What follows belongs to an exercise in optimizing a design on an open flow for small area, a short achievable clock period and few clock cycles per item; a production flow would make more cautious choices. RTL that was checked went through simulation tests only; none was proved equivalent to the original. For runs 7 and 8, only the layout was checked, not whether the RTL still works. Power is estimated from default activity; no workload was simulated.

$ cat flow/flow/run.sh
#!/bin/bash
# The standard layout, with plain buffers (buf_2) on the ports in place
# of the delay buffers buffer_ports picks by default, and clock tree
# synthesis without dummy loads. Everything else is the standard flow.
# The tool output goes to standard_flow.log here.
set -euo pipefail
export BUFFER_PORTS_ARGS="-buffer_cell sky130_fd_sc_hd__buf_2"
export CTS_ARGS="-sink_clustering_enable -repair_clock_nets -dont_use_dummy_load -sink_clustering_size 26 -sink_clustering_max_diameter 70 -buf_list sky130_fd_sc_hd__clkbuf_16"
bash standard.sh > standard_flow.log 2>&1
$ cat flow/standard.sh
#!/bin/bash
# synth_recipe.tcl (not shown) runs the flow's synth.tcl, then flattens the netlist and writes it again
# the make line also repeats each setting of config.mk as NAME=value (left out here)
make -C /OpenROAD-flow-scripts/flow DESIGN_CONFIG=/design/flow/config.mk WORK_HOME=/design/flow/orfs CLKGATE_MAP_FILE= SYNTH_SCRIPT=/design/flow/synth_recipe.tcl "${@:-finish}"
$ cat flow/config.mk
export PLATFORM = sky130hd
export DESIGN_NAME = lookup_cache_top
export DESIGN_NICKNAME = lookup_cache_top
export VERILOG_FILES = /design/flow/design.v
export SDC_FILE = /design/flow/constraint.sdc
export NUM_CORES = 4
export LEC_CHECK = 0
export CAP_MARGIN = 20
export CORE_MARGIN = 2
export CORE_UTILIZATION = 65
export SETUP_SLACK_MARGIN = 4.8
export SLEW_MARGIN = 20
$ cat flow/constraint.sdc
create_clock -name core_clock -period 7.5 [get_ports {clk}]
set_input_delay 1.5000 -clock core_clock [delete_from_list [all_inputs] [get_ports {clk}]]
set_output_delay 1.5000 -clock core_clock [all_outputs]
set_load 0.01 [all_outputs]
$ cat flow/design.v
`default_nettype none
package lkp_pkg;
    typedef logic [2-1:0] mshr_idx_t;
    typedef struct packed {
        logic [3-1:0] order_id;
        logic                    so;
        logic [5-1:0]   reg_entry;
        logic [4-1:0]   rob_entry;
    } lkp_meta_t;
    typedef struct packed {
        logic [20-1:0] key;
        lkp_meta_t              meta;
    } lkp_req_t;
    typedef struct packed {
        logic [20-1:0] result;
        lkp_meta_t              meta;
    } lkp_rsp_t;
    typedef struct packed {
        logic [20-1:0] key;
        mshr_idx_t              idx;
    } c2a_req_t;
    typedef enum logic [1:0] {
        S_IDLE,
        S_SEARCH,
        S_RESOLVE
    } slot_state_e;
endpackage
`default_nettype wire
`timescale 1ns/100ps
`default_nettype none
module lookup_cache_top (
    input  wire                      clk,
    input  wire                      rst,
    input  wire                      req_valid_i,
    input  wire  [20+(3 + 1 + 5 + 4)-1:0] req_i,
    output logic                     req_ready_o,
    output logic                     rsp_valid_o,
    output logic [20+(3 + 1 + 5 + 4)-1:0] rsp_o,
    input  wire                      rsp_ready_i,
    output logic                     c2a_vld_o,
    output logic [20-1:0]   c2a_info_o,
    output logic [10-1:0] c2a_req_id_o,
    input  wire                      a2c_rdy_i,
    input  wire                      a2c_rsp_vld_i,
    input  wire  [10-1:0] a2c_rsp_id_i,
    input  wire  [20-1:0]   a2c_rslt_i
);
    localparam int KW = 20;
    localparam int RW = 20;
    localparam int MW = (3 + 1 + 5 + 4);
    localparam int NE = 16;
    localparam int EW = 4;
    localparam int NS = 4;
    localparam int SW = 2;
    logic          sv_q, rv_q, tv_q, ready_q;
    logic [KW-1:0] skey_q, rkey_q, tkey_q;
    logic [MW-1:0] smeta_q, rmeta_q, tmeta_q;
    logic [EW-1:0] tidx_q;           
    logic [3:0]    thv4_q, thp4_q;   
    logic [NE-1:0] kv_q;             
    logic [NE-1:0] cv_q;             
    logic [KW-1:0] key_q  [NE];
    logic [RW-1:0] rslt_q [NE];
    logic [EW-1:0] ptr_q;            
    logic [NE-1:0] ptr_oh_q;         
    logic [NS-1:0] busy_q;
    logic [NS-1:0] rdy_q;            
    logic [EW-1:0] ent_q  [NS];
    logic [MW-1:0] meta_q [NS];
    logic          qv_q;
    logic [SW-1:0] qslot_q;
    logic [EW-1:0] qent_q;
    logic          cvld_q;
    logic [KW-1:0] ckey_q;
    logic [SW-1:0] cid_q;
    logic          ov_q;
    logic [RW-1:0] ores_q;
    logic [MW-1:0] ometa_q;
    logic [EW-1:0] a_ent;
    logic [NE-1:0] a_dec;
    logic [NS-1:0] a_sel;
    logic [NS-1:0] a_wake;           
    logic          a_tidx;           
    assign a_ent = ent_q[a2c_rsp_id_i[SW-1:0]];
    always_comb begin
        for (int e = 0; e < NE; e++) begin
            a_dec[e] = a2c_rsp_vld_i && (a_ent == EW'(e));
        end
        for (int j = 0; j < NS; j++) begin
            a_sel[j] = a2c_rsp_vld_i && (a2c_rsp_id_i[SW-1:0] == SW'(j));
        end
        a_tidx = 1'b0;
        for (int s = 0; s < NS; s++) begin
            a_wake[s] = 1'b0;
            for (int j = 0; j < NS; j++) begin
                if (a_sel[j] && ent_q[j] == ent_q[s]) a_wake[s] = 1'b1;
            end
            if (a_sel[s] && ent_q[s] == tidx_q) a_tidx = 1'b1;
        end
    end
    logic [SW-1:0] fsel;
    logic          any_free;
    always_comb begin
        fsel = '0;
        for (int s = NS - 1; s >= 0; s--) begin
            if (!busy_q[s]) fsel = SW'(s);
        end
    end
    assign any_free = |(~busy_q);
    logic lk_ptr;
    always_comb begin
        lk_ptr = 1'b0;
        for (int s = 0; s < NS; s++) begin
            if (busy_q[s] && ent_q[s] == ptr_q) lk_ptr = 1'b1;
        end
    end
    logic o_free, c_free, thv, thp, t_miss;
    assign o_free = !ov_q || rsp_ready_i;
    assign c_free = !cvld_q || a2c_rdy_i;
    assign thv    = |thv4_q;
    assign thp    = |thp4_q;
    assign t_miss = !thv && !thp;
    logic s_fire;        
    logic h_fire;        
    logic p_fire;        
    logic a_fire;        
    logic skip;          
    logic t_free, r_free;
    assign s_fire = qv_q && o_free;
    assign h_fire = tv_q && thv && !qv_q && o_free;
    assign p_fire = tv_q && !t_miss && !h_fire && any_free;
    assign a_fire = tv_q && t_miss && any_free && c_free && !lk_ptr;
    assign skip   = tv_q && t_miss && lk_ptr;
    logic t_hit_wait, t_miss_go;
    assign t_hit_wait = tv_q && thv && !qv_q;
    assign t_miss_go  = tv_q && t_miss && any_free && !lk_ptr;
    assign t_free = !tv_q || (t_hit_wait && !ov_q) || (tv_q && !t_miss && any_free)
                 || (t_miss_go && !cvld_q)
                 || (t_hit_wait && rsp_ready_i) || (t_miss_go && a2c_rdy_i);
    assign r_free = !rv_q || t_free;
    assign req_ready_o = ready_q;
    logic          fwd_on, fwd_eq;
    logic [NE-1:0] m1, m1_v;
    logic [EW-1:0] m1_idx;
    assign fwd_on = tv_q && t_miss;
    assign fwd_eq = (tkey_q == rkey_q);
    always_comb begin
        m1_idx = '0;
        for (int e = 0; e < NE; e++) begin
            if (fwd_on && ptr_oh_q[e]) begin
                m1[e]   = fwd_eq;
                m1_v[e] = 1'b0;
            end else begin
                m1[e]   = kv_q[e] && (key_q[e] == rkey_q);
                m1_v[e] = m1[e] && cv_q[e];
            end
            if (m1[e]) m1_idx = m1_idx | EW'(e);
        end
    end
    logic [NS-1:0] cand;
    logic [SW-1:0] pick;
    always_comb begin
        pick = '0;
        for (int s = 0; s < NS; s++) begin
            cand[s] = busy_q[s] && rdy_q[s] && !(qv_q && qslot_q == SW'(s));
        end
        for (int s = NS - 1; s >= 0; s--) begin
            if (cand[s]) pick = SW'(s);
        end
    end
    always_ff @(posedge clk or posedge rst) begin
        if (rst) begin
            sv_q     <= 1'b0;
            ready_q  <= 1'b1;
            rv_q     <= 1'b0;
            tv_q     <= 1'b0;
            kv_q     <= '0;
            cv_q     <= '0;
            ptr_q    <= '0;
            ptr_oh_q <= NE'(1);
            busy_q   <= '0;
            rdy_q    <= '0;
            qv_q     <= 1'b0;
            cvld_q   <= 1'b0;
            ov_q     <= 1'b0;
        end else begin
            if (r_free) begin
                rv_q    <= sv_q || req_valid_i;
                sv_q    <= 1'b0;
                ready_q <= 1'b1;
            end else if (req_valid_i && !sv_q) begin
                sv_q    <= 1'b1;
                ready_q <= 1'b0;
            end
            if (t_free) begin
                tv_q <= rv_q;
            end
            cv_q <= cv_q | a_dec;
            if (a_fire) begin
                kv_q <= kv_q | ptr_oh_q;
                cv_q <= (cv_q | a_dec) & ~ptr_oh_q;
            end
            if (a_fire || skip) begin
                ptr_q    <= ptr_q + 1'b1;
                ptr_oh_q <= {ptr_oh_q[NE-2:0], ptr_oh_q[NE-1]};
            end
            for (int s = 0; s < NS; s++) begin
                if (busy_q[s] && a_wake[s]) rdy_q[s] <= 1'b1;
            end
            if (s_fire) begin
                busy_q[qslot_q] <= 1'b0;
            end
            if (p_fire || a_fire) begin
                busy_q[fsel] <= 1'b1;
                rdy_q[fsel]  <= p_fire && (cv_q[tidx_q] || a_tidx);
            end
            if (!qv_q || s_fire) begin
                qv_q <= |cand;
            end
            if (a_fire) begin
                cvld_q <= 1'b1;
            end else if (a2c_rdy_i) begin
                cvld_q <= 1'b0;
            end
            if (s_fire || h_fire) begin
                ov_q <= 1'b1;
            end else if (rsp_ready_i) begin
                ov_q <= 1'b0;
            end
        end
    end
    logic [EW-1:0] oent;
    logic [RW-1:0] omux;
    always_comb begin
        omux = '0;
        oent = qv_q ? qent_q : tidx_q;
        for (int e = 0; e < NE; e++) begin
            if (oent == EW'(e)) omux = omux | rslt_q[e];
        end
    end
    always_ff @(posedge clk) begin
        if (!sv_q) begin
            skey_q  <= req_i[KW+MW-1:MW];
            smeta_q <= req_i[MW-1:0];
        end
        if (r_free) begin
            rkey_q  <= sv_q ? skey_q  : req_i[KW+MW-1:MW];
            rmeta_q <= sv_q ? smeta_q : req_i[MW-1:0];
        end
        if (t_free) begin
            tkey_q  <= rkey_q;
            tmeta_q <= rmeta_q;
            tidx_q  <= m1_idx;
            for (int g = 0; g < 4; g++) begin
                thv4_q[g] <= |m1_v[4*g +: 4];
                thp4_q[g] <= |(m1[4*g +: 4] & ~m1_v[4*g +: 4]);
            end
        end
        for (int e = 0; e < NE; e++) begin
            if (a_dec[e]) rslt_q[e] <= a2c_rslt_i;
            if (a_fire && ptr_oh_q[e]) key_q[e] <= tkey_q;
        end
        if (any_free) begin
            ent_q[fsel]  <= t_miss ? ptr_q : tidx_q;
            meta_q[fsel] <= tmeta_q;
        end
        if (!qv_q || s_fire) begin
            qslot_q <= pick;
            qent_q  <= ent_q[pick];
        end
        if (c_free) begin
            ckey_q <= tkey_q;
            cid_q  <= fsel;
        end
        if (o_free) begin
            ores_q  <= omux;
            ometa_q <= qv_q ? meta_q[qslot_q] : tmeta_q;
        end
    end
    assign rsp_valid_o  = ov_q;
    assign rsp_o        = {ores_q, ometa_q};
    assign c2a_vld_o    = cvld_q;
    assign c2a_info_o   = ckey_q;
    assign c2a_req_id_o = {{(10 - SW){1'b0}}, cid_q};
endmodule
`default_nettype wire
==> flow_metrics.tcl, run 1 <==
set metrics [dict create \
    critPathArrivalTime_ns 3.08 \
    die_width_um 245.9 \
    p_int_mw 10.97 \
    ys_top_cells_by_area "edfxtp_1 (67%), xor2_1 (7.8%), dfrtp_1 (4.3%)" \
    ys_seq_elements 949 \
    tns_ns 0 \
    pwr-share-clk 0.148 \
    min_period_ns 2.764 \
    vdd_ir_drop_max_mv 0.3148 \
    critPathCaptureType "flop" \
    drv_slew 0 \
    p_sw_mw 6.477 \
    grt_max_degree 68 \
    async_reset_ff_frac 0.07060 \
    min_period_over_period 0.3685 \
    vias 21840 \
    cts_max_path_buffers 3 \
    fin_worst_skew_ns 0.06425 \
    design_power_total_mw 17.45 \
    startpoint_type "primary input" \
    power_frac_comb 0.377 \
    via_per_inst 6.577 \
    path_clk_slew_ns 0.10 \
    drt_iter0_drc 2432 \
    cts_tree "done" \
    yosys_warnings 3 \
    power_frac_seq 0.475 \
    portBuffers 118 \
    synth_top_area_frac 0.6689 \
    slew_headroom 0.2362 \
    synth_edf_count 847 \
    initial_utilization 0.6578 \
    nNetsFinal 2636 \
    antennaDiodeCount 0 \
    netlist_area_mm2 0.03802 \
    gr-total-overflow 0 \
    synth_top_area_cell "edfxtp_1" \
    final_cell_mix "edfxtp_1 (847), xor2_1 (338), buf_4 (132)" \
    grt_pass1_vias 21370 \
    use_met2 0.5561 \
    synth.distinct_cells 69 \
    dp_cells 3112 \
    drt_wl_total_um 98430 \
    ioPinCount 135 \
    root_buffer "clkbuf_16" \
    core_area_mm2 0.05781 \
    grt_pass1_wl_um 140000 \
    grtUsageMet3 0.03962 \
    criticalPathCategory "primary input to flop" \
    drcViolationCount 0 \
    syn_inst 2300 \
    powerDensity_mw_per_mm2 408.6 \
    synth-main-ff-cell "edfxtp_1" \
    hp-class "flop to flop" \
    syn_to_final_growth_pct 12.30 \
    cap_violations 0 \
    setup_viol 0 \
    fmax_mhz 361.8 \
    die_height_um 245.9 \
    first_pass_iters 5 \
    instances_no_fill 3321 \
    crit_required_ns 7.81 \
    top_usage_layer "met2" \
    cts.sinks 949 \
    ant_nets 0 \
    status "complete, no violations" \
    rows 88 \
    final_common_cell "edfxtp_1" \
    place_area_mm2 0.03954 \
    worst_hold_slack_ns 0.4270 \
    rsz0062_at_grt "yes" \
    cts-buffers-inserted 45 \
    p_leak_nw 15.03 \
    antenna_found_initial 0 \
    design_area_mm2 0.04270 \
    nFillCells 3440 \
    syn_avg_cell_area_um2 16.53 \
    clk_latency_ns 0.64 \
    synth_seq_area_share 0.7315 \
    cts_hold_buf 0 \
    gp_congestion 0.8656 \
    h-tree-depth 2 \
    track_usage 0.3225 \
    worstMarginPinSlew_ns 1.146 \
    die_area_mm2 0.06045 \
    p_sw_frac 0.3713 \
    grt_use_met1 0.4217 \
    cp_max_fo 5 \
    dp_hpwl_um 50800 \
    finalHoldViolCount 0 \
    drive_above_1_share 0.2226 \
    routedWlPerCell_um 29.64 \
]
==> cell usage after synthesis (all sizes together), types with 3 or more instances <==
library cell and n:
xor2 338, o32ai 3, edfxtp 847, dfxtp 35, nor3b 3, a211oi 15
or4 21, a22o 43, a31oi 10, o31ai 7, o21bai 3, nor2 71
nor4 72, a21o 15, a21oi 20, mux4 21, dfrtp 65, clkbuf 39
a22oi 89, or3 6, ha 9, nor3 35, xnor2 61, a2111oi 3
and2 17, and3 5, nand2b 11, nand2 70, o2111ai 3, a221o 41
buf 98, nand3 27, o21ai 7, nor2b 8, mux2i 17, or2 7
nand4 31, inv 33, mux2 66
==> flip-flops by register name, indices dropped and copies added (netlist names), 16 cells and up, named ones only <==
| name | flops |
|---|---|
| kv_q | 16 |
| cv_q | 16 |
| ent_q | 16 |
| ckey_q | 20 |
| ores_q | 20 |
| meta_q | 52 |
| rkey_q | 20 |
| skey_q | 20 |
| tkey_q | 20 |
| key_q | 320 |
| rslt_q | 320 |
| ptr_oh_q | 16 |
==> worst paths after layout <==
kind                                            from                      to  slack [ns]  cells past startpoint
worst max register to register   rkey_q[2]$_DFFE_PN_     thp4_q[1]$_DFFE_PP_        4.80                      7
max in group asynchronous                        rst     kv_q[0]$_DFFE_PP0P_        5.64                      3
worst max-delay path                 a2c_rsp_id_i[0]  rslt_q[5][7]$_DFFE_PP_        4.74                      7
min in group asynchronous                        rst      cvld_q$_DFFE_PP0P_        1.16                      3
worst min register to register  rmeta_q[4]$_DFFE_PN_    tmeta_q[4]$_DFFE_PP_        0.43                      0
worst min-delay path            rmeta_q[4]$_DFFE_PN_    tmeta_q[4]$_DFFE_PP_        0.43                      0
==> worst max-delay path, stage by stage <==
cell and delay, ns:
buf_12 0.09, mux4_2 0.52, nand3b_1 0.23, buf_12 0.17
buf_8 0.13, nor2_4 0.24, buf_12 0.18
==> kinds of logic after synthesis <==
logic type                 synth area share
DFF                                  0.7315
xor gates and xnor gates            0.09191
and+or+nand+nor                     0.05426
AOI/OAI and AO/OA                   0.05884
buffers and inverters               0.02396
muxes                               0.03646
adders and majority gates          0.002962
other                            0.00009863
==> power groups by stage <==
stage | registers [mW] | logic, mW | clock network (mW)
floorplan | 8.20 | 3.75 | 0
global placement | 8.46 | 5.30 | 0
detailed placement | 8.52 | 5.41 | 0
CTS | 8.28 | 6.13 | 2.60
global route | 8.38 | 6.95 | 2.77
finish | 8.28 | 6.58 | 2.58
==> metrics by stage <==
| stage | util | worst slack (ns) |
|---|---|---|
| 5_1_grt | 0.7387 | 4.700 |
| 3_5_place_dp | 0.6840 | 3.491 |
| 2_1_floorplan | - | 4.155 |
| 6_report | 0.7387 | 4.736 |
| 3_3_place_gp | 0.6839 | 3.546 |
| 4_1_cts | 0.7280 | 4.707 |
==> per-layer routing <==
layer / wire length [um] / vias up / share of wire
met5: 0 / - / 0
met4: 4794 / 0 / 0.049
met3: 8010 / 283 / 0.081
met2: 49520 / 1194 / 0.50
met1: 36100 / 11110 / 0.37
li1: - / 9255 / -
==> area by class of cell <==
| type | count | area [um2] | share of cell area |
|---|---|---|---|
| flip-flops and latches | 949 | 27820 | 0.6514 |
| multi-input cells | 1231 | 10270 | 0.2406 |
| repair buffers | 297 | 2387 | 0.05591 |
| clock buffers | 45 | 1126 | 0.02637 |
| well taps | 765 | 957.2 | 0.02242 |
| inverters | 33 | 131.4 | 0.003077 |
| repair inverters | 1 | 7.507 | 0.0001758 |
==> repair_timing <==
action / 4_1_cts / 5_1_grt
endpoints found under the setup margin: 842 / 473
setup buffers: 86 / 33
gates resized for setup: 73 / 50
pin swaps: 39 / 16
cloned: 27 / 18
Testbench counts, summed over its fixed seeds: cycles 8,381, items 8,000.
==> run 2: changes to the inputs <==
--- a/flow/config.mk
+++ b/flow/config.mk
@@ -7,6 +7,6 @@
 export LEC_CHECK = 0
 export CAP_MARGIN = 20
 export CORE_MARGIN = 2
-export CORE_UTILIZATION = 65
+export CORE_UTILIZATION = 55
 export SETUP_SLACK_MARGIN = 4.8
 export SLEW_MARGIN = 20
==> run 2 against run 1 <==
Against the previous run:
- combinational power increased by 2%
- wire length increased by 2.8%
- global-route usage decreased by 3.7 points
- sequential share of layout area decreased by 0.34 points
- clock skew decreased by 0.011 ns
- critical path depth decreased by 6
- via count decreased by 3.2%
- final cell count increased by 3.3%
- highest routed layer unchanged
==> flow_metrics.tcl, run 2 <==
set metrics [dict create \
    status "complete, no violations" \
    critPathCaptureType "primary output" \
    cp_max_fo 2 \
    gr-total-overflow 0 \
    critPathArrivalTime_ns 1.27 \
    ioPinCount 135 \
    die_height_um 266.9 \
    synth.distinct_cells 69 \
    power_frac_seq 0.467 \
    drt_wl_total_um 101200 \
    die_width_um 266.9 \
    portBuffers 118 \
    clk_latency_ns 0.65 \
    drive_above_1_share 0.2219 \
    track_usage 0.2855 \
    ant_nets 0 \
    drt_iter0_drc 2103 \
    first_pass_iters 5 \
    p_sw_frac 0.3741 \
    yosysMostFrequentCell "edfxtp_1" \
    reg2reg_slack_ns 4.87 \
    crit_required_ns 6.00 \
    vias 21150 \
    h-tree-depth 2 \
    fmax_mhz 360.7 \
    min_to "tmeta_q[0]$_DFFE_PP_" \
    routedWlPerCell_um 29.51 \
    setup_slack_ns 4.728 \
    synth_seq_area_share 0.7315 \
    core_area_mm2 0.06847 \
    fin_worst_skew_ns 0.05314 \
    die_area_mm2 0.07125 \
    syn_inst 2300 \
    reg2reg_depth 8 \
    nNetsFinal 2626 \
    crit_start "ready_q$_DFFE_PP1P_" \
    criticalPathCategory "flop to primary output" \
    p_leak_nw 15.04 \
    syn_avg_cell_area_um2 16.53 \
    p_sw_mw 6.623 \
    min_period_ns 2.772 \
    hp-class "flop to flop" \
    power_frac_comb 0.381 \
    final_cell_mix "edfxtp_1 (847), xor2_1 (338), buf_4 (121)" \
    grt_pass1_vias 21170 \
    min_period_over_period 0.3697 \
    vdd_ir_drop_max_mv 0.2891 \
    setup_viol 0 \
    slowest_delay_ns 0.55 \
    dp_hpwl_um 52680 \
    pwr-share-clk 0.152 \
    synth_common_cells "edfxtp_1 (847), xor2_1 (338), a22oi_1 (89), nor4_1 (71), nand2_1 (70)" \
    path_buf_inv 1 \
    cts.sinks 949 \
    netlist_area_mm2 0.03802 \
    reg.largest.list "key_q x320, rslt_q x320, meta_q x52" \
    cap_violations 0 \
    p_int_mw 11.08 \
    post-place-ws_ns 3.418 \
    synth_edf_count 847 \
    slowest_stage "dfstp_2" \
    antenna_found_initial 1 \
    final_common_cell "edfxtp_1" \
    yosys_warnings 3 \
    drcViolationCount 0 \
    cts-buffers-inserted 48 \
    min-delay-start "rmeta_q[0]$_DFFE_PN_" \
    synth_top_area_cell "edfxtp_1" \
    synth-main-ff-cell "edfxtp_1" \
    path_clk_slew_ns 0.10 \
    cts_max_path_buffers 3 \
    via_per_inst 6.168 \
    startpoint_type "flop" \
    rows 96 \
    slew_headroom 0.2783 \
    drv_slew 0 \
    grt_pass1_wl_um 145000 \
    syn_to_final_growth_pct 12.88 \
    worst_hold_slack_ns 0.3962 \
    ys_top_cells_by_area "edfxtp_1 (67%), xor2_1 (7.8%), dfrtp_1 (4.3%)" \
    root_buffer "clkbuf_16" \
    cts_tree "done" \
    synth_top_area_frac 0.6689 \
    holdPathStages 0 \
    initial_utilization 0.5554 \
    worstReg2RegStart "rkey_q[13]$_DFFE_PN_" \
    worstMarginPinSlew_ns 1.083 \
    tns_ns 0 \
    gp_congestion 0.8469 \
    worstReg2RegEnd "thp4_q[0]$_DFFE_PP_" \
    finalHoldViolCount 0 \
    cpLargestDelayFamily "flip-flops" \
    grt_max_degree 68 \
    utilization 0.6269 \
    async_reset_ff_frac 0.07060 \
    crit_chain "buf_6" \
    powerDensity_mw_per_mm2 412.5 \
    rsz0062_at_grt "yes" \
    ys_seq_elements 949 \
]
==> run 2: cell counts after synthesis <==
No cell type changed its count.
==> run 2: kinds of logic (layout without fill, tap and decap cells) <==
group                    count (synthesis)  in the layout  share of synthesized area
flip-flops                             949            949                     0.7315
XOR/XNOR                               399            399                    0.09191
AND/OR/NAND/NOR                        390            426                    0.05426
AO/OA/AOI/OAI                          278            278                    0.05884
buffers and inverters                  170            373                    0.02396
multiplexers                           104            104                    0.03646
adder cells (fa/ha/maj)                  9              9                   0.002962
other                                    1              9                 0.00009863
==> run 2: per-stage QoR <==
step,instance area (um2),power (mW),cells
final,42920,17.71,3429
after global routing,42920,18.45,3429
after CTS,42440,17.44,3398
after detailed placement,39720,14.08,3235
after global placement,39720,13.93,3235
after floorplan,38400,11.95,2307
==> run 2: worst max-delay path by stage <==
stage	endpoint	slack, ns	cells after the start
after global routing	req_ready_o	4.69	1
after detailed placement	rslt_q[4][1]$_DFFE_PP_	3.42	4
after global placement	rslt_q[4][1]$_DFFE_PP_	3.48	4
final	req_ready_o	4.73	1
after CTS	key_q[7][0]$_DFFE_PP_	4.57	7
after floorplan	rslt_q[4][0]$_DFFE_PP_	4.15	4
==> run 2: area by class of cell <==
type	instances	area, um2
Antenna cell	1	2.502
Fill cell	4956	25540
Multi-Input combinational cell	1224	10260
Timing Repair Buffer	292	2402
Sequential cell	949	27820
Inverter	33	131.4
Clock buffer	48	1201
Tap cell	882	1104
==> run 2: what timing repair did <==
| item | CTS | global route |
|---|---|---|
| pin swaps | 42 | 14 |
| endpoints found under the hold margin | 0 | 0 |
| resized for setup | 94 | 39 |
| buffers inserted | 78 | 28 |
| hold buffers | 0 | 0 |
| setup endpoints to repair | 839 | 674 |
| gates cloned | 37 | 2 |
==> run 2: routing by layer <==
layer  track usage  wire length, um
met1        0.3737            41210
met2        0.5034            51750
met3       0.03312             5288
met4       0.08503             2953
met5             0                0
==> run 2: power groups by stage <==
stage	combinational (mW)	sequential (mW)	clock, mW
floorplan	3.75	8.20	0
global placement	5.57	8.36	0
detailed placement	5.67	8.41	0
CTS	6.43	8.26	2.74
global route	7.16	8.37	2.93
finish	6.74	8.27	2.70
==> run 3: changes to the inputs <==
--- a/flow/config.mk
+++ b/flow/config.mk
@@ -10,3 +10,4 @@
 export CORE_UTILIZATION = 55
 export SETUP_SLACK_MARGIN = 4.8
 export SLEW_MARGIN = 20
+export TNS_END_PERCENT = 10
==> run 3 against run 2 <==
Against the previous run:
- critical path depth increased by 6
- wire length is 5.7% lower
- register-to-register slack worse by 0.26 ns
- still clean on timing, DRC and antenna
- largest cell class unchanged
- worst hold slack gained 0.0041 ns
- sequential power about the same
- power fell by 4.0%
- utilization shrank 1.3 points
- via count decreased by 3.0%
- largest power group unchanged
- first-iteration DRC count fell by 3.9%
- critical path type is now flop to flop
- highest routed layer unchanged
==> flow_metrics.tcl, run 3 <==
set metrics [dict create \
    slew_headroom 0.2738 \
    die_area_mm2 0.07125 \
    cpLargestDelayFamily "compound AO/OA/AOI/OAI gates" \
    hp-class "flop to flop" \
    async_reset_ff_frac 0.07060 \
    drv_slew 0 \
    use_met2 0.4671 \
    p_int_mw 10.80 \
    die_height_um 266.9 \
    grt_pass1_vias 20200 \
    vdd_ir_drop_max_mv 0.3104 \
    rows 96 \
    via_per_inst 6.121 \
    nNetsFinal 2549 \
    synth-main-ff-cell "edfxtp_1" \
    core_area_mm2 0.06847 \
    worstMarginPinSlew_ns 1.087 \
    syn_inst 2300 \
    path_buf_inv 1 \
    cts_hold_buf 0 \
    netlist_area_mm2 0.03802 \
    slowest_stage "a2111o_1" \
    cap_violations 0 \
    yosysMostFrequentCell "edfxtp_1" \
    ys_top_cells_by_area "edfxtp_1 (67%), xor2_1 (7.8%), dfrtp_1 (4.3%)" \
    synth_edf_count 847 \
    drt_iter0_drc 2022 \
    pwr-share-clk 0.160 \
    initial_utilization 0.5554 \
    finalHoldViolCount 0 \
    top_usage_layer "met2" \
    drive_above_1_share 0.1887 \
    min_period_over_period 0.3858 \
    cts-buffers-inserted 49 \
    h-tree-depth 2 \
    fmax_mhz 345.6 \
    final_common_cell "edfxtp_1" \
    crit_required_ns 7.84 \
    drcViolationCount 0 \
    nFillCells 5059 \
    path_clk_slew_ns 0.09 \
    min_period_ns 2.893 \
    cts.sinks 949 \
    instances_no_fill 3352 \
    slowest_delay_ns 0.46 \
    gr-total-overflow 0 \
    cts_max_path_buffers 3 \
    rsz0062_at_grt "yes" \
    synth.distinct_cells 69 \
    grt_use_met1 0.3408 \
    synth_common_cells "edfxtp_1 (847), xor2_1 (338), a22oi_1 (89), nor4_1 (71), nand2_1 (70)" \
    p_sw_mw 6.192 \
    status "complete, no violations" \
    clk_latency_ns 0.63 \
    antenna_found_initial 2 \
    critPathCaptureType "flop" \
    routedWlPerCell_um 28.47 \
    track_usage 0.2631 \
    syn_to_final_growth_pct 10.53 \
    dp_cells 3237 \
    yosys_warnings 3 \
    fin_worst_skew_ns 0.06100 \
    setup_viol 0 \
    critPathArrivalTime_ns 3.23 \
    portBuffers 118 \
    synth_top_area_frac 0.6689 \
    drt_wl_total_um 95420 \
    dp_hpwl_um 52960 \
    final_cell_mix "edfxtp_1 (847), xor2_1 (338), buf_2 (116)" \
    root_buffer "clkbuf_16" \
    startpoint_type "flop" \
    power_frac_seq 0.486 \
    die_width_um 266.9 \
    crit_chain "buf_4 -> xor2_1 -> nor4_1 -> nand4_1 -> a211oi_4 -> o221ai_1 -> a2111o_1" \
    ioPinCount 135 \
    p_sw_frac 0.3644 \
    ant_nets 0 \
    synth_top_area_cell "edfxtp_1" \
    grt_pass1_wl_um 134800 \
    gp_congestion 0.8034 \
    grtUsageMet3 0.03035 \
    power_frac_comb 0.354 \
    syn_avg_cell_area_um2 16.53 \
    reg.largest.list "key_q x320, rslt_q x320, meta_q x52" \
    criticalPathCategory "flop to flop" \
    grt_max_degree 68 \
    ys_seq_elements 949 \
    first_pass_iters 5 \
    synth_seq_area_share 0.7315 \
    cts_tree "done" \
    tns_ns 0 \
    powerDensity_mw_per_mm2 404.3 \
    p_leak_nw 14.61 \
    vias 20520 \
    cp_max_fo 18 \
]
-- run 3: power by group through the flow --
stage | registers [mW] | clock network (mW) | logic [mW]
floorplan | 8.20 | 0 | 3.66
global route | 8.37 | 2.94 | 6.44
global placement | 8.34 | 0 | 5.54
detailed placement | 8.39 | 0 | 5.63
CTS | 8.29 | 2.77 | 5.80
finish | 8.26 | 2.71 | 6.02
-- run 3: kinds of logic (layout without fill, tap and decap cells) --
family / Yosys count / in the layout / synth area share
multiplexers: 104 / 104 / 0.03646
AND/OR/NAND/NOR: 390 / 409 / 0.05426
AO/OA/AOI/OAI: 278 / 278 / 0.05884
XOR/XNOR: 399 / 399 / 0.09191
flip-flops: 949 / 949 / 0.7315
other: 1 / 9 / 0.00009863
buffers and inverters: 170 / 313 / 0.02396
adder cells (fa/ha/maj): 9 / 9 / 0.002962
-- run 3: routing by layer --
layer	wire length [um]	up-vias
li1	-	9050
met1	38660	10710
met2	49260	615
met3	4591	147
met4	2907	0
met5	0	-
-- run 3: timing repair --
action,CTS,global route
cloned,8,11
gates resized for setup,20,64
setup buffers,13,31
pin swaps,5,23
setup endpoints to repair,802,771
-- run 3: worst register-to-register path, stage by stage (launching register included) --
cell	delay, ns
edfxtp_1	0.35
buf_4	0.42
xor2_1	0.14
nor4_1	0.35
nand4_1	0.36
a211oi_4	0.35
o221ai_1	0.18
a2111o_1	0.46
-- run 3: cell type report --
type	count	area, um2	share of cell area
clock buffer	49	1226	0.02918
multi-input combinational	1207	9937	0.2364
inverter	33	123.9	0.002947
timing repair buffer	231	1819	0.04329
antenna	1	2.502	0.00005954
sequential	949	27810	0.6618
tap	882	1104	0.02626
-- run 3: path summary, 6_finish.rpt --
path	to	slack, ns	cells after the start	start
hold / removal	tmeta_q[12]$_DFFE_PP_	0.40	0	rmeta_q[12]$_DFFE_PN_
setup reg to reg	thp4_q[0]$_DFFE_PP_	4.61	7	rkey_q[15]$_DFFE_PN_
max in group asynchronous	cv_q[10]$_DFF_PP0_	5.64	3	rst
setup / recovery	thp4_q[0]$_DFFE_PP_	4.61	7	rkey_q[15]$_DFFE_PN_
min in group asynchronous	sv_q$_DFFE_PP0P_	1.16	3	rst
hold reg to reg	tmeta_q[12]$_DFFE_PP_	0.40	0	rmeta_q[12]$_DFFE_PN_
-- run 3: per-stage QoR --
step           instance area [um2]  total power, mW  hold slack [ns]  worst slack (ns)    util
2_1_floorplan                38310            11.86           0.4003             4.154       -
3_3_place_gp                 39680            13.89           0.4032             3.486  0.5796
3_5_place_dp                 39680            14.02           0.4045             3.439  0.5796
4_1_cts                      41240            16.86           0.4010             4.217  0.6023
5_1_grt                      42030            17.75           0.4230             4.556  0.6138
6_report                     42030            16.99           0.4002             4.607  0.6138
==> run 4: changes to the inputs <==
--- a/flow/config.mk
+++ b/flow/config.mk
@@ -8,6 +8,6 @@
 export CAP_MARGIN = 20
 export CORE_MARGIN = 2
 export CORE_UTILIZATION = 55
+export PLACE_DENSITY = 0.75
 export SETUP_SLACK_MARGIN = 4.8
 export SLEW_MARGIN = 20
-export TNS_END_PERCENT = 10
==> run 4 against run 3 <==
Against the previous run:
- sequential share of layout area is 1.4 points lower
- clock power is 3% lower
- non-clock buffer count is 60 higher
- worst hold slack better by 0.021 ns
- register-to-register slack better by 0.14 ns
- synthesized cell count stayed put
- fmax is 0.81% higher
- sequential power is 1% higher
==> flow_metrics.tcl, run 4 <==
set metrics [dict create \
    tns_ns 0 \
    gr-total-overflow 0 \
    cts_tree "done" \
    async_reset_ff_frac 0.07060 \
    worstReg2RegEnd "ores_q[13]$_DFFE_PP_" \
    startpoint_type "flop" \
    path_buf_inv 1 \
    p_sw_frac 0.3750 \
    yosysMostFrequentCell "edfxtp_1" \
    die_width_um 266.9 \
    critPathArrivalTime_ns 1.37 \
    nFillCells 4709 \
    routedWlPerCell_um 29.02 \
    synth_edf_count 847 \
    min_period_over_period 0.3827 \
    min-delay-start "rmeta_q[11]$_DFFE_PN_" \
    power_frac_comb 0.378 \
    first_pass_iters 7 \
    criticalPathCategory "flop to primary output" \
    reg2reg_depth 9 \
    synthSimpleGateAreaFrac 0.05426 \
    synth_top_family_by_area "XOR/XNOR gates" \
    grt_max_degree 68 \
    synth_compound_area_frac 0.05884 \
    die_height_um 266.9 \
    drt_iter0_drc 2846 \
    worstReg2RegStart "tidx_q[0]$_SDFFCE_PP1P_" \
    drcViolationCount 0 \
    final_common_cell "edfxtp_1" \
    synth.distinct_cells 69 \
    syn_avg_cell_area_um2 16.53 \
    drive_above_1_share 0.2229 \
    worstMarginPinSlew_ns 0.9637 \
    portBuffers 118 \
    gp_congestion 0.8692 \
    p_int_mw 11.02 \
    setup_viol 0 \
    initial_utilization 0.5554 \
    synthMuxAreaShare 0.03646 \
    drt_wl_total_um 99500 \
    synthAdderAreaFrac 0.002962 \
    via_per_inst 6.420 \
    dp_hpwl_um 51670 \
    rsz0062_at_grt "yes" \
    synth_top_area_frac 0.6689 \
    cpLargestDelayFamily "flip-flops" \
    reg2reg_slack_ns 4.75 \
    ys_seq_elements 949 \
    ys_top_cells_by_area "edfxtp_1 (67%), xor2_1 (7.8%), dfrtp_1 (4.3%)" \
    crit_required_ns 6.00 \
    cp_max_fo 1 \
    path_clk_slew_ns 0.09 \
    fin_worst_skew_ns 0.07790 \
    track_usage 0.2765 \
    holdPathStages 0 \
    core_area_mm2 0.06847 \
    slowest_stage "edfxtp_1" \
    slew_headroom 0.3576 \
    reg.largest.list "key_q x320, rslt_q x320, meta_q x52" \
    multi_input_area_mm2 0.01033 \
    rows 96 \
    vdd_ir_drop_max_mv 0.3021 \
    cts_hold_buf 0 \
    grt_pass1_vias 21670 \
    cts-buffers-inserted 46 \
    status "complete, no violations" \
    slowest_delay_ns 0.54 \
    die_area_mm2 0.07125 \
    vias 22010 \
    fmax_mhz 348.4 \
    utilization 0.6272 \
    p_leak_nw 15.02 \
    grt_pass1_wl_um 142400 \
    min_period_ns 2.870 \
    p_sw_mw 6.609 \
    synth-main-ff-cell "edfxtp_1" \
    syn_to_final_growth_pct 12.95 \
    min_to "tmeta_q[11]$_DFFE_PP_" \
    layout.area.seq_mm2 0.02782 \
    clk_latency_ns 0.63 \
    drv_slew 0 \
    crit_chain "buf_2" \
    synth_seq_area_share 0.7315 \
    yosys.area_share.xor_xnor 0.09191 \
    antenna_found_initial 3 \
    netlist_area_mm2 0.03802 \
    nNetsFinal 2624 \
    final_cell_mix "edfxtp_1 (847), xor2_1 (338), buf_4 (119)" \
    synth_common_cells "edfxtp_1 (847), xor2_1 (338), a22oi_1 (89), nor4_1 (71), nand2_1 (70)" \
    critPathCaptureType "primary output" \
    powerDensity_mw_per_mm2 410.4 \
    hp-class "flop to flop" \
    ant_nets 0 \
    syn_inst 2300 \
    yosys_warnings 3 \
    finalHoldViolCount 0 \
    cts.sinks 949 \
    cap_violations 0 \
    root_buffer "clkbuf_16" \
    power_frac_seq 0.473 \
    synth_top_area_cell "edfxtp_1" \
    cts_max_path_buffers 3 \
    h-tree-depth 2 \
    ioPinCount 135 \
    pwr-share-clk 0.149 \
]
run 4: cell counts after synthesis:
No cell type changed its count.
run 4: cells by family after synthesis:
logic type,count (synthesis)
buffers and inverters,170
AO/OA/AOI/OAI,278
XOR/XNOR,399
flip-flops,949
other,1
AND/OR/NAND/NOR,390
adder cells (fa/ha/maj),9
multiplexers,104
run 4: worst max path at each step:
stage	startpoint	endpoint	cells past startpoint
2_1_floorplan	a2c_rsp_id_i[0]	rslt_q[4][0]$_DFFE_PP_	4
3_3_place_gp	a2c_rdy_i	tkey_q[6]$_DFFE_PP_	6
3_5_place_dp	a2c_rdy_i	tkey_q[6]$_DFFE_PP_	6
4_1_cts	ores_q[16]$_DFFE_PP_	rsp_o[29]	1
5_1_grt	ores_q[16]$_DFFE_PP_	rsp_o[29]	1
6_report	ores_q[16]$_DFFE_PP_	rsp_o[29]	1
run 4: layout make-up:
cell class | count | area share
sequential | 949 | 0.6477
multi-input combinational | 1224 | 0.2406
timing repair buffer | 291 | 0.05574
clock buffer | 46 | 0.02680
tap | 882 | 0.02570
inverter | 33 | 0.003059
timing repair inverter | 1 | 0.0001748
antenna | 3 | 0.0001748
run 4: power groups by stage:
stage	Clock, mW	Combinational (mW)	Sequential, mW
6_report	2.63	6.66	8.34
5_1_grt	2.82	6.99	8.43
4_1_cts	2.65	6.30	8.29
3_5_place_dp	0	5.46	8.43
3_3_place_gp	0	5.33	8.37
2_1_floorplan	0	3.75	8.20
run 4: repair_timing:
item,CTS,global route
setup endpoints to repair,855,541
hold endpoints to repair,0,0
gates resized for setup,94,49
cloned,39,0
pin swaps,42,15
setup buffers,84,26
run 4: metal layers:
metal	wire length, um	track usage
met1	36510	0.3581
met2	48850	0.4672
met3	9767	0.04714
met4	4365	0.1110
met5	0	0
run 4: stage by stage:
| stage | hold WS (ns) | worst slack (ns) | total power, mW | instances | cell area (um2) |
|---|---|---|---|---|---|
| after global routing | 0.4373 | 4.613 | 18.24 | 3428 | 42940 |
| after global placement | 0.4065 | 3.305 | 13.69 | 3231 | 39690 |
| after floorplan | 0.4003 | 4.155 | 11.95 | 2307 | 38400 |
| after CTS | 0.4225 | 4.616 | 17.23 | 3400 | 42460 |
| after detailed placement | 0.4074 | 3.296 | 13.89 | 3231 | 39700 |
| final | 0.4216 | 4.630 | 17.63 | 3429 | 42940 |
==> run 5: changes to the inputs <==
--- a/flow/config.mk
+++ b/flow/config.mk
@@ -8,6 +8,5 @@
 export CAP_MARGIN = 20
 export CORE_MARGIN = 2
 export CORE_UTILIZATION = 55
-export PLACE_DENSITY = 0.75
-export SETUP_SLACK_MARGIN = 4.8
+export SETUP_SLACK_MARGIN = 5.0
 export SLEW_MARGIN = 20
==> run 5 against run 4 <==
Against the previous run:
- still clean
- via count rose by 2.9%
- utilization is 4.7 points higher
- non-clock buffer count rose by 170
- global-route usage grew 3.3 points
- synthesized cell count stayed put
- clock power rose by 3%
- clock-buffer cell count increased by 2
- fmax up 3.1%
- critical endpoint is now rslt_q[0][0]$_DFFE_PP_
- largest power group is now combinational logic
==> flow_metrics.tcl, run 5 <==
set metrics [dict create \
    synth_common_cells "edfxtp_1 (847), xor2_1 (338), a22oi_1 (89), nor4_1 (71), nand2_1 (70)" \
    gr-total-overflow 0 \
    min_period_over_period 0.3713 \
    min-delay-start "rmeta_q[0]$_DFFE_PN_" \
    drcViolationCount 0 \
    status "complete, no violations" \
    power_frac_seq 0.421 \
    routedWlPerCell_um 31.21 \
    dp_cells 3234 \
    cpLargestDelayFamily "buffers and inverters" \
    critPathCaptureType "flop" \
    crit_top_cell "buf_12" \
    criticalPathCategory "primary input to flop" \
    vias 22660 \
    syn_inst 2300 \
    die_height_um 266.9 \
    yosysMostFrequentCell "edfxtp_1" \
    crit_required_ns 7.84 \
    critPathArrivalTime_ns 3.12 \
    dp_hpwl_um 53780 \
    ant_nets 0 \
    ys_top_cells_by_area "edfxtp_1 (67%), xor2_1 (7.8%), dfrtp_1 (4.3%)" \
    path_clk_slew_ns 0.08 \
    min_period_ns 2.785 \
    instances_no_fill 3614 \
    grt_pass1_wl_um 156000 \
    nFillCells 4573 \
    path_buf_inv 5 \
    syn_to_final_growth_pct 21.46 \
    drv_slew 0 \
    track_usage 0.3099 \
    first_pass_iters 6 \
    hp-class "flop to flop" \
    rows 96 \
    p_int_mw 12.22 \
    initial_utilization 0.5554 \
    die_width_um 266.9 \
    final_cell_mix "edfxtp_1 (847), xor2_1 (337), buf_4 (140)" \
    grt_pass1_vias 22150 \
    h-tree-depth 2 \
    yosys_warnings 3 \
    core_area_mm2 0.06847 \
    synth_top_area_cell "edfxtp_1" \
    fmax_mhz 359.1 \
    cts_hold_buf 0 \
    drt_wl_total_um 112800 \
    syn_avg_cell_area_um2 16.53 \
    ioPinCount 135 \
    p_sw_frac 0.3786 \
    slew_headroom 0.3254 \
    design_area_mm2 0.04618 \
    cap_violations 0 \
    die_area_mm2 0.07125 \
    powerDensity_mw_per_mm2 425.9 \
    reg.largest.list "key_q x320, rslt_q x320, meta_q x52" \
    cts-buffers-inserted 48 \
    p_leak_nw 16.40 \
    worstMarginPinSlew_ns 1.012 \
    crit_start "a2c_rsp_id_i[0]" \
    drive_above_1_share 0.3021 \
    portBuffers 118 \
    place_area_mm2 0.03978 \
    via_per_inst 6.269 \
    synth.distinct_cells 69 \
    p_sw_mw 7.448 \
    cts_tree "done" \
    setup_viol 0 \
    gp_congestion 0.8341 \
    slowest_stage "mux4_2" \
    worstReg2RegStart "qv_q$_DFFE_PP0N_" \
    crit_chain "buf_12 -> buf_6 -> mux4_2 -> buf_6 -> or2_4 -> buf_12 -> nor2_4 -> buf_12" \
    tns_ns 0 \
    nNetsFinal 2811 \
    synth-main-ff-cell "edfxtp_1" \
    synth_edf_count 847 \
    antenna_found_initial 3 \
    netlist_area_mm2 0.03802 \
    slowest_delay_ns 0.51 \
    fin_worst_skew_ns 0.06627 \
    final_common_cell "edfxtp_1" \
    pwr-share-clk 0.137 \
    synth_top_area_frac 0.6689 \
    finalHoldViolCount 0 \
    cts_max_path_buffers 3 \
    startpoint_type "primary input" \
    power_frac_comb 0.442 \
    vdd_ir_drop_max_mv 0.2613 \
    drt_iter0_drc 2431 \
    design_power_total_mw 19.67 \
    rsz0062_at_grt "yes" \
    async_reset_ff_frac 0.07060 \
    synth_seq_area_share 0.7315 \
    cp_max_fo 8 \
    ys_seq_elements 949 \
    reg2reg_slack_ns 4.83 \
    root_buffer "clkbuf_16" \
    clk_latency_ns 0.65 \
    grt_max_degree 68 \
    cts.sinks 949 \
]
[run 5: power by group through the flow]
stage | registers, mW | logic (mW) | clock network (mW)
final | 8.28 | 8.69 | 2.70
after global routing | 8.38 | 9.08 | 2.89
after CTS | 8.24 | 7.74 | 2.75
after detailed placement | 8.46 | 5.69 | 0
after global placement | 8.41 | 5.61 | 0
after floorplan | 8.20 | 3.81 | 0
[run 5: path summary, 6_finish.rpt]
kind | end | cells past startpoint
setup / recovery | rslt_q[0][0]$_DFFE_PP_ | 8
hold reg to reg | tmeta_q[0]$_DFFE_PP_ | 0
setup reg to reg | ores_q[1]$_DFFE_PP_ | 8
hold / removal | tmeta_q[0]$_DFFE_PP_ | 0
max in group asynchronous | ptr_q[2]$_DFFE_PP0P_ | 3
min in group asynchronous | busy_q[0]$_DFF_PP0_ | 3
[run 5: through the flow]
| step | util | hold WS [ns] | setup WS (ns) |
|---|---|---|---|
| 5_1_grt | 0.6745 | 0.4239 | 4.721 |
| 2_1_floorplan | - | 0.4003 | 4.155 |
| 6_report | 0.6745 | 0.4113 | 4.715 |
| 3_5_place_dp | 0.5810 | 0.4045 | 3.426 |
| 3_3_place_gp | 0.5810 | 0.4028 | 3.493 |
| 4_1_cts | 0.6525 | 0.4138 | 4.737 |
[run 5: cell families (layout without fill, tap and decap cells)]
group	Yosys count	after routing	synth area share
flip-flops	949	949	0.7315
AO/OA/AOI/OAI	278	278	0.05884
AND/OR/NAND/NOR	390	441	0.05426
buffers and inverters	170	543	0.02396
multiplexers	104	104	0.03646
adder cells (fa/ha/maj)	9	9	0.002962
XOR/XNOR	399	399	0.09191
other	1	9	0.00009863
[run 5: per-layer routing]
layer | up-vias | wire, um | track usage
met1 | 11650 | 42290 | 0.3913
met3 | 319 | 7986 | 0.04622
met5 | - | 13 | 0
li1 | 9620 | - | -
met4 | 2 | 5316 | 0.1307
met2 | 1061 | 57180 | 0.5365
[run 5: area by class of cell]
class	instances	area (um2)	share of cell area
diodes	1	2.502	0.00005419
clock buffers	48	1201	0.02601
inverters	33	131.4	0.002845
multi-input cells	1239	11000	0.2382
flip-flops and latches	949	27820	0.6025
well taps	882	1104	0.02390
repair buffers	461	4913	0.1064
repair inverters	1	7.507	0.0001626
[run 5: what timing repair did]
action | 4_1_cts | 5_1_grt
gates resized for setup | 288 | 143
setup buffers | 174 | 77
pin swaps | 79 | 84
setup endpoints to repair | 943 | 708
gates cloned | 61 | 19
==> run 6: changes to the inputs <==
--- a/flow/config.mk
+++ b/flow/config.mk
@@ -8,5 +8,5 @@
 export CAP_MARGIN = 20
 export CORE_MARGIN = 2
 export CORE_UTILIZATION = 55
-export SETUP_SLACK_MARGIN = 5.0
+export SETUP_SLACK_MARGIN = 4.7
 export SLEW_MARGIN = 20
==> run 6 against run 5 <==
Against the previous run:
- global-route usage is 3.7 points lower
- combinational power shrank 27%
- wire length down 14%
- clock-buffer cell count grew 1
- flip-flop and latch count unchanged
- critical endpoint is now thp4_q[3]$_DFFE_PP_
- clock power about the same
- critical path type is now flop to flop
- power decreased by 12%
- utilization is 5.6 points lower
- synthesized area unchanged
- final cell count shrank 6.0%
- register-to-register slack got worse by 0.16 ns
- design area shrank 8.3%
==> flow_metrics.tcl, run 6 <==
set metrics [dict create \
    p_int_mw 10.94 \
    track_usage 0.2730 \
    drt_iter0_drc 1839 \
    synth_common_cells "edfxtp_1 (847), xor2_1 (338), a22oi_1 (89), nor4_1 (71), nand2_1 (70)" \
    initial_utilization 0.5554 \
    portBuffers 118 \
    gr-total-overflow 0 \
    gp_congestion 0.8116 \
    setup_slack_ns 4.673 \
    first_pass_iters 7 \
    nFillCells 5036 \
    syn_inst 2300 \
    slew_headroom 0.2730 \
    critPathArrivalTime_ns 3.27 \
    drt_wl_total_um 96880 \
    vias 20810 \
    yosys_warnings 3 \
    clk_latency_ns 0.65 \
    status "complete, no violations" \
    async_reset_ff_frac 0.07060 \
    design_power_total_mw 17.28 \
    critPathCaptureType "flop" \
    synth_compound_area_frac 0.05884 \
    fin_worst_skew_ns 0.07386 \
    synth_seq_area_share 0.7315 \
    final_cell_mix "edfxtp_1 (847), xor2_1 (338), buf_4 (124)" \
    yosysMostFrequentCell "edfxtp_1" \
    synthSimpleGateAreaFrac 0.05426 \
    min_period_ns 2.827 \
    criticalPathCategory "flop to flop" \
    fmax_mhz 353.7 \
    cts-buffers-inserted 49 \
    die_area_mm2 0.07125 \
    p_sw_frac 0.3672 \
    drv_slew 0 \
    syn_to_final_growth_pct 11.43 \
    power_frac_seq 0.477 \
    grt_pass1_vias 20670 \
    cts_tree "done" \
    rsz0062_at_grt "yes" \
    final_common_cell "edfxtp_1" \
    reg.largest.list "key_q x320, rslt_q x320, meta_q x52" \
    drcViolationCount 0 \
    via_per_inst 6.125 \
    crit_required_ns 7.94 \
    synth_top_family_by_area "XOR/XNOR gates" \
    path_clk_slew_ns 0.10 \
    grt_pass1_wl_um 139200 \
    ant_nets 0 \
    synthMuxAreaShare 0.03646 \
    startpoint_type "flop" \
    grt_max_degree 68 \
    reg2reg_slack_ns 4.67 \
    root_buffer "clkbuf_16" \
    syn_avg_cell_area_um2 16.53 \
    cts.sinks 949 \
    finalHoldViolCount 0 \
    cts_max_path_buffers 3 \
    rows 96 \
    synth-main-ff-cell "edfxtp_1" \
    hp-class "flop to flop" \
    p_sw_mw 6.345 \
    routedWlPerCell_um 28.52 \
    pwr-share-clk 0.157 \
    cap_violations 0 \
    min_period_over_period 0.3770 \
    antenna_found_initial 2 \
    ys_seq_elements 949 \
    core_area_mm2 0.06847 \
    tns_ns 0 \
    ioPinCount 135 \
    yosys.area_share.xor_xnor 0.09191 \
    p_leak_nw 14.85 \
    synth_top_area_frac 0.6689 \
    cp_max_fo 18 \
    vdd_ir_drop_max_mv 0.3152 \
    synth_edf_count 847 \
    drive_above_1_share 0.2060 \
    h-tree-depth 2 \
    netlist_area_mm2 0.03802 \
    worst_hold_slack_ns 0.4244 \
    powerDensity_mw_per_mm2 407.8 \
    die_height_um 266.9 \
    nNetsFinal 2594 \
    power_frac_comb 0.366 \
    synth_top_area_cell "edfxtp_1" \
    setup_viol 0 \
    synthAdderAreaFrac 0.002962 \
    die_width_um 266.9 \
    dp_hpwl_um 52560 \
    ys_top_cells_by_area "edfxtp_1 (67%), xor2_1 (7.8%), dfrtp_1 (4.3%)" \
    synth.distinct_cells 69 \
    post-place-ws_ns 3.222 \
    worstMarginPinSlew_ns 1.091 \
]
==> run 6: cell types whose count changed in the layout (fill, tap and decap cells not counted), moves of 7 or more <==
cell and delta:
nor4_1 +15, clkbuf_16 -8, buf_16 -11, a21oi_2 -7, buf_4 -16, and2_4 -22, nor2_4 -22, buf_8 -8
a211oi_4 -10, a21oi_1 +9, buf_12 -48, buf_6 -97, nor4_2 -15, nor2_1 +26
==> run 6: kinds of logic (layout without fill, tap and decap cells) <==
kind of cell             Yosys count  count (layout)
AO/OA/AOI/OAI                    278             278
XOR/XNOR                         399             399
adder cells (fa/ha/maj)            9               9
buffers and inverters            170             355
flip-flops                       949             949
multiplexers                     104             104
other                              1               9
AND/OR/NAND/NOR                  390             412
==> run 6: cell type report <==
type | instances | area [um2] | area share
sequential | 949 | 27820 | 0.6566
antenna | 1 | 2.502 | 0.00005906
timing repair buffer | 273 | 2069 | 0.04885
clock buffer | 49 | 1226 | 0.02894
inverter | 33 | 127.6 | 0.003012
tap | 882 | 1104 | 0.02605
multi-input combinational | 1210 | 10020 | 0.2365
==> run 6: final timing paths <==
check                                       endpoint                  from  cells past startpoint
worst max-delay path             thp4_q[3]$_DFFE_PP_   rkey_q[4]$_DFFE_PN_                      7
worst min-delay path            tmeta_q[3]$_DFFE_PP_  rmeta_q[3]$_DFFE_PN_                      0
worst max register to register   thp4_q[3]$_DFFE_PP_   rkey_q[4]$_DFFE_PN_                      7
worst min register to register  tmeta_q[3]$_DFFE_PP_  rmeta_q[3]$_DFFE_PN_                      0
max in group asynchronous           qv_q$_DFFE_PP0N_                   rst                      3
min in group asynchronous           ov_q$_DFFE_PP0P_                   rst                      3
==> run 6: through the flow <==
step,instances,instance area (um2),utilization
after floorplan,2307,38390,-
after global placement,3236,39730,0.5802
after detailed placement,3236,39730,0.5802
after CTS,3382,42140,0.6154
after global routing,3397,42370,0.6188
final,3397,42370,0.6188
==> run 6: power by group through the flow <==
stage	logic (mW)	clock network [mW]	registers, mW
after floorplan	3.75	0	8.20
after global routing	6.73	2.92	8.36
after global placement	5.55	0	8.37
after detailed placement	5.66	0	8.41
final	6.32	2.71	8.25
after CTS	6.23	2.76	8.25
==> run 6: routing by layer <==
metal | vias to the layer above | part of all wire | routed length (um) | track usage
met2 | 646 | 0.51 | 49050 | 0.4742
met3 | 175 | 0.052 | 5010 | 0.02805
met4 | 0 | 0.030 | 2919 | 0.08427
li1 | 9140 | - | - | -
met5 | - | 0 | 0 | 0
met1 | 10850 | 0.41 | 39910 | 0.3651
==> run 6: what timing repair did <==
action / 4_1_cts / 5_1_grt
buffers inserted: 77 / 10
pin swaps: 36 / 2
gates cloned: 20 / 2
endpoints found under the hold margin: 0 / 0
gates resized for setup: 54 / 22
endpoints found under the setup margin: 803 / 573
hold buffers: 0 / 0
==> run 6: critical path: stages, from the launching register on <==
cell and delay, ns:
edfxtp_1 0.33, buf_4 0.43, xor2_1 0.13, nor4_1 0.34, nand4_1 0.19, a211oi_1 0.84, a222oi_1 0.18, o221ai_1 0.18
==> run 7: changes to the inputs <==
--- a/flow/design.v
+++ b/flow/design.v
@@ -196,8 +196,8 @@
                 tv_q <= rv_q;
             end
             cv_q <= cv_q | a_dec;
-            if (a_fire) begin
-                kv_q <= kv_q | ptr_oh_q;
+            if (t_miss_go) begin
+                kv_q <= a_fire ? (kv_q | ptr_oh_q) : (kv_q & ~ptr_oh_q);
                 cv_q <= (cv_q | a_dec) & ~ptr_oh_q;
             end
             if (a_fire || skip) begin
@@ -258,7 +258,7 @@
         end
         for (int e = 0; e < NE; e++) begin
             if (a_dec[e]) rslt_q[e] <= a2c_rslt_i;
-            if (a_fire && ptr_oh_q[e]) key_q[e] <= tkey_q;
+            if (t_miss_go && ptr_oh_q[e]) key_q[e] <= tkey_q;
         end
         if (any_free) begin
             ent_q[fsel]  <= t_miss ? ptr_q : tidx_q;
--- a/flow/config.mk
+++ b/flow/config.mk
@@ -8,5 +8,5 @@
 export CAP_MARGIN = 20
 export CORE_MARGIN = 2
 export CORE_UTILIZATION = 55
-export SETUP_SLACK_MARGIN = 4.7
+export SETUP_SLACK_MARGIN = 4.8
 export SLEW_MARGIN = 20
==> run 7 against run 6 <==
Against the previous run:
- still clean on timing, DRC and antenna
- first-iteration DRC count up 12%
- global-route usage about the same
- register-to-register slack improved by 0.12 ns
- fmax fell by 1.5%
- critical path type is now primary input to flop
==> flow_metrics.tcl, run 7 <==
set metrics [dict create \
    syn_to_final_growth_pct 15.00 \
    place_area_mm2 0.03972 \
    startpoint_type "primary input" \
    critPathArrivalTime_ns 3.23 \
    die_height_um 266.7 \
    worstReg2RegStart "busy_q[3]$_DFF_PP0_" \
    holdPathStages 0 \
    cts-buffers-inserted 49 \
    criticalPathCategory "primary input to flop" \
    critPathCaptureType "flop" \
    synth_seq_area_share 0.7327 \
    ioPinCount 135 \
    via_per_inst 6.087 \
    hp-class "flop to flop" \
    final_cell_mix "edfxtp_1 (847), xor2_1 (274), buf_4 (141)" \
    instances_no_fill 3462 \
    core_area_mm2 0.06847 \
    setup_viol 0 \
    crit_start "a2c_rsp_id_i[0]" \
    min_to "tmeta_q[7]$_DFFE_PP_" \
    netlist_area_mm2 0.03796 \
    reg2reg_depth 5 \
    rows 96 \
    vdd_ir_drop_max_mv 0.2425 \
    p_leak_nw 15.25 \
    crit_required_ns 7.86 \
    post-place-ws_ns 3.324 \
    grt_pass1_wl_um 139900 \
    min-delay-start "rmeta_q[7]$_DFFE_PN_" \
    gr-total-overflow 0 \
    cap_violations 0 \
    drt_wl_total_um 98620 \
    synth_top_area_cell "edfxtp_1" \
    antenna_found_initial 3 \
    syn_inst 2288 \
    cts.sinks 949 \
    cts_tree "done" \
    h-tree-depth 2 \
    vias 21070 \
    fin_worst_skew_ns 0.05678 \
    ys_seq_elements 949 \
    tns_ns 0 \
    drt_iter0_drc 2068 \
    synth.distinct_cells 72 \
    cp_max_fo 5 \
    die_area_mm2 0.07114 \
    drv_slew 0 \
    yosys_warnings 3 \
    synth_common_cells "edfxtp_1 (847), xor2_1 (274), xnor2_1 (125), a22oi_1 (89), nand2_1 (78)" \
    reg2reg_slack_ns 4.79 \
    grt_pass1_vias 20780 \
    root_buffer "clkbuf_16" \
    final_common_cell "edfxtp_1" \
    setup_slack_ns 4.630 \
    reg.largest.list "key_q x320, rslt_q x320, meta_q x52" \
    worstMarginPinSlew_ns 1.007 \
    gp_congestion 0.8389 \
    track_usage 0.2728 \
    drive_above_1_share 0.2371 \
    cts_max_path_buffers 3 \
    rsz0062_at_grt "yes" \
    initial_utilization 0.5545 \
    portBuffers 118 \
    powerDensity_mw_per_mm2 375.4 \
    min_period_over_period 0.3827 \
    min_period_ns 2.870 \
    first_pass_iters 6 \
    finalHoldViolCount 0 \
    grt_max_degree 68 \
    drcViolationCount 0 \
    syn_avg_cell_area_um2 16.59 \
    yosysMostFrequentCell "edfxtp_1" \
    utilization 0.6376 \
    fmax_mhz 348.4 \
    ys_top_cells_by_area "edfxtp_1 (67%), xor2_1 (6.3%), dfrtp_1 (4.3%)" \
    design_area_mm2 0.04366 \
    status "complete, no violations" \
    async_reset_ff_frac 0.07060 \
    cts_hold_buf 0 \
    synth-main-ff-cell "edfxtp_1" \
    ant_nets 0 \
    routedWlPerCell_um 28.49 \
    dp_hpwl_um 52840 \
    synth_edf_count 847 \
    worstReg2RegEnd "ptr_oh_q[15]$_DFFE_PP0P_" \
    slew_headroom 0.3274 \
    dp_cells 3223 \
    nNetsFinal 2657 \
    path_clk_slew_ns 0.10 \
    die_width_um 266.7 \
    clk_latency_ns 0.63 \
    synth_top_area_frac 0.6700 \
]
==> run 7: where the power goes <==
group | internal, mW | switching [mW]
Combinational | 2.34 | 3.55
Sequential | 7.20 | 0.592
Clock | 1.16 | 1.55
Total | 10.7 | 5.68
==> run 7: per-stage QoR <==
stage               power, mW  hold WS [ns]
finish                  16.39        0.4260
global route            17.08        0.4422
CTS                     15.99        0.4276
detailed placement      12.82        0.4045
global placement        12.67        0.4031
floorplan               10.91        0.4003
==> run 7: worst max-delay path by stage <==
stage / endpoint
after CTS: meta_q[1][12]$_DFFE_PP_
final: rslt_q[3][13]$_DFFE_PP_
after global placement: tkey_q[15]$_DFFE_PP_
after floorplan: rslt_q[0][0]$_DFFE_PP_
after global routing: rslt_q[3][13]$_DFFE_PP_
after detailed placement: tkey_q[15]$_DFFE_PP_
==> run 7: final cells by class <==
cell class	count	area [um2]
antenna	3	7.507
clock buffer	49	1226
fill	4924	24810
inverter	25	101.3
multi-input combinational	1213	10290
sequential	949	27820
tap	882	1104
timing repair buffer	340	3104
timing repair inverter	1	7.507
==> run 7: timing repair <==
item,CTS,global route
gates resized for setup,125,74
setup buffers,87,68
setup endpoints to repair,803,311
pin swaps,42,35
gates cloned,21,11
==> run 7: kinds of logic after synthesis <==
group | count (synthesis) | synth area share
AO/OA/AOI/OAI | 261 | 0.05663
AND/OR/NAND/NOR | 396 | 0.05501
XOR/XNOR | 399 | 0.09206
multiplexers | 115 | 0.03988
buffers and inverters | 158 | 0.02067
adder cells (fa/ha/maj) | 9 | 0.002966
flip-flops | 949 | 0.7327
other | 1 | 0.00009878
==> run 7: critical path: stages <==
cell and delay [ns]:
buf_12 0.09, mux4_2 0.53, or3b_4 0.43, buf_6 0.15
buf_8 0.14, nor2_4 0.13, buf_12 0.13, buf_16 0.12
==> run 7: routing by layer <==
metal / track usage / share of wire / up-vias
met2: 0.4911 / 0.52 / 696
met5: 0 / 0 / -
met1: 0.3524 / 0.40 / 10960
met4: 0.07015 / 0.027 / 0
met3: 0.03201 / 0.053 / 140
li1: - / - / 9275
==> run 8: changes to the inputs <==
--- a/flow/design.v
+++ b/flow/design.v
@@ -76,18 +76,21 @@
     logic          ov_q;
     logic [RW-1:0] ores_q;
     logic [MW-1:0] ometa_q;
-    logic [EW-1:0] a_ent;
     logic [NE-1:0] a_dec;
     logic [NS-1:0] a_sel;
     logic [NS-1:0] a_wake;           
     logic          a_tidx;           
-    assign a_ent = ent_q[a2c_rsp_id_i[SW-1:0]];
-    always_comb begin
-        for (int e = 0; e < NE; e++) begin
-            a_dec[e] = a2c_rsp_vld_i && (a_ent == EW'(e));
-        end
+    logic [NE-1:0] ent_dec [NS];
+    always_comb begin
         for (int j = 0; j < NS; j++) begin
             a_sel[j] = a2c_rsp_vld_i && (a2c_rsp_id_i[SW-1:0] == SW'(j));
+            for (int e = 0; e < NE; e++) begin
+                ent_dec[j][e] = (ent_q[j] == EW'(e));
+            end
+        end
+        a_dec = '0;
+        for (int j = 0; j < NS; j++) begin
+            if (a_sel[j]) a_dec = a_dec | ent_dec[j];
         end
         a_tidx = 1'b0;
         for (int s = 0; s < NS; s++) begin
==> run 8 against run 7 <==
Against the previous run:
- design area increased by 0.89%
- sequential power is 2% lower
- synthesized area grew 0.18%
- global-route usage is 1.6 points higher
- clock power decreased by 2%
- first-iteration DRC count grew 6.4%
- critical path type unchanged
- largest cell class unchanged
==> flow_metrics.tcl, run 8 <==
set metrics [dict create \
    root_buffer "clkbuf_16" \
    finalHoldViolCount 0 \
    h-tree-depth 2 \
    criticalPathCategory "primary input to flop" \
    ys_seq_elements 949 \
    syn_avg_cell_area_um2 16.59 \
    min-delay-start "rmeta_q[2]$_DFFE_PN_" \
    holdPathStages 0 \
    track_usage 0.2883 \
    final_common_cell "edfxtp_1" \
    drive_above_1_share 0.2547 \
    synth.distinct_cells 71 \
    synth_seq_area_share 0.7313 \
    synth-main-ff-cell "edfxtp_1" \
    setup_slack_ns 4.596 \
    powerDensity_mw_per_mm2 364.4 \
    yosysMostFrequentCell "edfxtp_1" \
    first_pass_iters 5 \
    post-place-ws_ns 3.362 \
    fin_worst_skew_ns 0.06662 \
    top_usage_layer "met2" \
    clk_latency_ns 0.63 \
    path_clk_slew_ns 0.09 \
    grt_use_met1 0.3828 \
    drt_iter0_drc 2200 \
    initial_utilization 0.5545 \
    gr-total-overflow 0 \
    layout.area.seq_mm2 0.02782 \
    reg2reg_slack_ns 4.71 \
    drv_slew 0 \
    core_area_mm2 0.06859 \
    cp_max_fo 5 \
    drcViolationCount 0 \
    ys_top_cells_by_area "edfxtp_1 (67%), xnor2_1 (6.0%), dfrtp_1 (4.3%)" \
    min_to "tmeta_q[2]$_DFFE_PP_" \
    design_area_mm2 0.04405 \
    syn_inst 2293 \
    use_met2 0.4990 \
    place_area_mm2 0.04012 \
    status "complete, no violations" \
    nFillCells 4923 \
    final_cell_mix "edfxtp_1 (847), xnor2_1 (261), buf_4 (150)" \
    startpoint_type "primary input" \
    min_period_over_period 0.3871 \
    cts_max_path_buffers 3 \
    crit_required_ns 7.75 \
    critPathArrivalTime_ns 3.15 \
    synth_top_area_frac 0.6688 \
    die_area_mm2 0.07127 \
]
run 8: cell count changes after synthesis, moves of 17 or more:
| cell | delta |
|---|---|
| a22o_1 | +38 |
| a221o_1 | -39 |
| a211oi_1 | -17 |
| mux2_2 | +17 |
| nor4_1 | -18 |
| nand4_1 | +45 |
| or4_1 | -18 |
| a221oi_1 | +80 |
| o21a_1 | +18 |
| a22oi_1 | -85 |
| xor2_1 | -136 |
| xnor2_1 | +136 |
| nor2_1 | -32 |
run 8: worst max path at each step:
stage,from,to,cells past startpoint
final,a2c_rsp_id_i[0],rslt_q[9][7]$_DFFE_PP_,8
after global routing,a2c_rsp_id_i[0],rslt_q[9][7]$_DFFE_PP_,8
after CTS,a2c_rsp_id_i[0],rslt_q[3][6]$_DFFE_PP_,8
after detailed placement,ent_q[2][0]$_DFFE_PP_,key_q[11][16]$_DFFE_PP_,6
after global placement,rsp_ready_i,ores_q[15]$_DFFE_PP_,3
after floorplan,a2c_rsp_vld_i,rslt_q[3][0]$_DFFE_PP_,5
run 8: final cells by class:
| cell class | count | share of cell area |
|---|---|---|
| clock buffer | 47 | 0.02670 |
| inverter | 39 | 0.004858 |
| multi-input combinational | 1194 | 0.2424 |
| sequential | 949 | 0.6316 |
| tap | 931 | 0.02645 |
| timing repair buffer | 334 | 0.06525 |
| timing repair inverter | 16 | 0.002727 |
run 8: layer usage:
layer  part of all wire  routed length [um]  up-vias
li1                   -                   -     9438
met4              0.036                3699        0
met3              0.064                6617      208
met1               0.40               41050    11360
met5                  0                   0        -
met2               0.50               52310      863
run 8: worst max-delay path: stages:
cell and delay, ns:
buf_12 0.11, buf_12 0.12, nand2_4 0.04, nor2_1 0.06
nand2_1 0.11, nor2_2 0.07, a32oi_2 0.60, o221ai_2 0.52
run 8: power breakdown:
part | switching [mW] | internal, mW
Clock | 1.54 | 1.12
Combinational | 3.68 | 2.10
Sequential | 0.447 | 7.16
run 8: through the flow:
stage / hold WS (ns) / utilization / total power, mW / std cells
final: 0.4190 / 0.6422 / 16.05 / 3510
after global routing: 0.4336 / 0.6422 / 16.67 / 3510
after CTS: 0.4264 / 0.6327 / 15.92 / 3468
after detailed placement: 0.4072 / 0.5849 / 12.78 / 3283
after global placement: 0.4029 / 0.5846 / 12.67 / 3282
after floorplan: 0.4003 / - / 10.79 / 2300
run 8: cells by family (layout without fill, tap and decap cells):
logic type,Yosys count,in the layout,share of synthesized area
other cells,1,8,0.00009860
fa+ha+maj,7,7,0.002303
simple gates,356,358,0.05178
mux,115,115,0.03928
compound gates,292,307,0.06294
xor+xnor,399,399,0.09189
buf+inv,174,436,0.02036
flops,949,949,0.7313
run 8: what timing repair did:
action	CTS	global route
pin swaps	33	17
gates resized for setup	131	59
endpoints found under the setup margin	827	721
gates cloned	35	4
hold buffers	0	0
buffers inserted	103	38

Check on run 8: ideal ports give 4.596 ns setup slack; a clkbuf_16 on the clock port and buf_2 on the inputs give 4.600 ns; moving port delays by the midpoint clock arrival (0.664 ns) as well gives 3.936 ns.
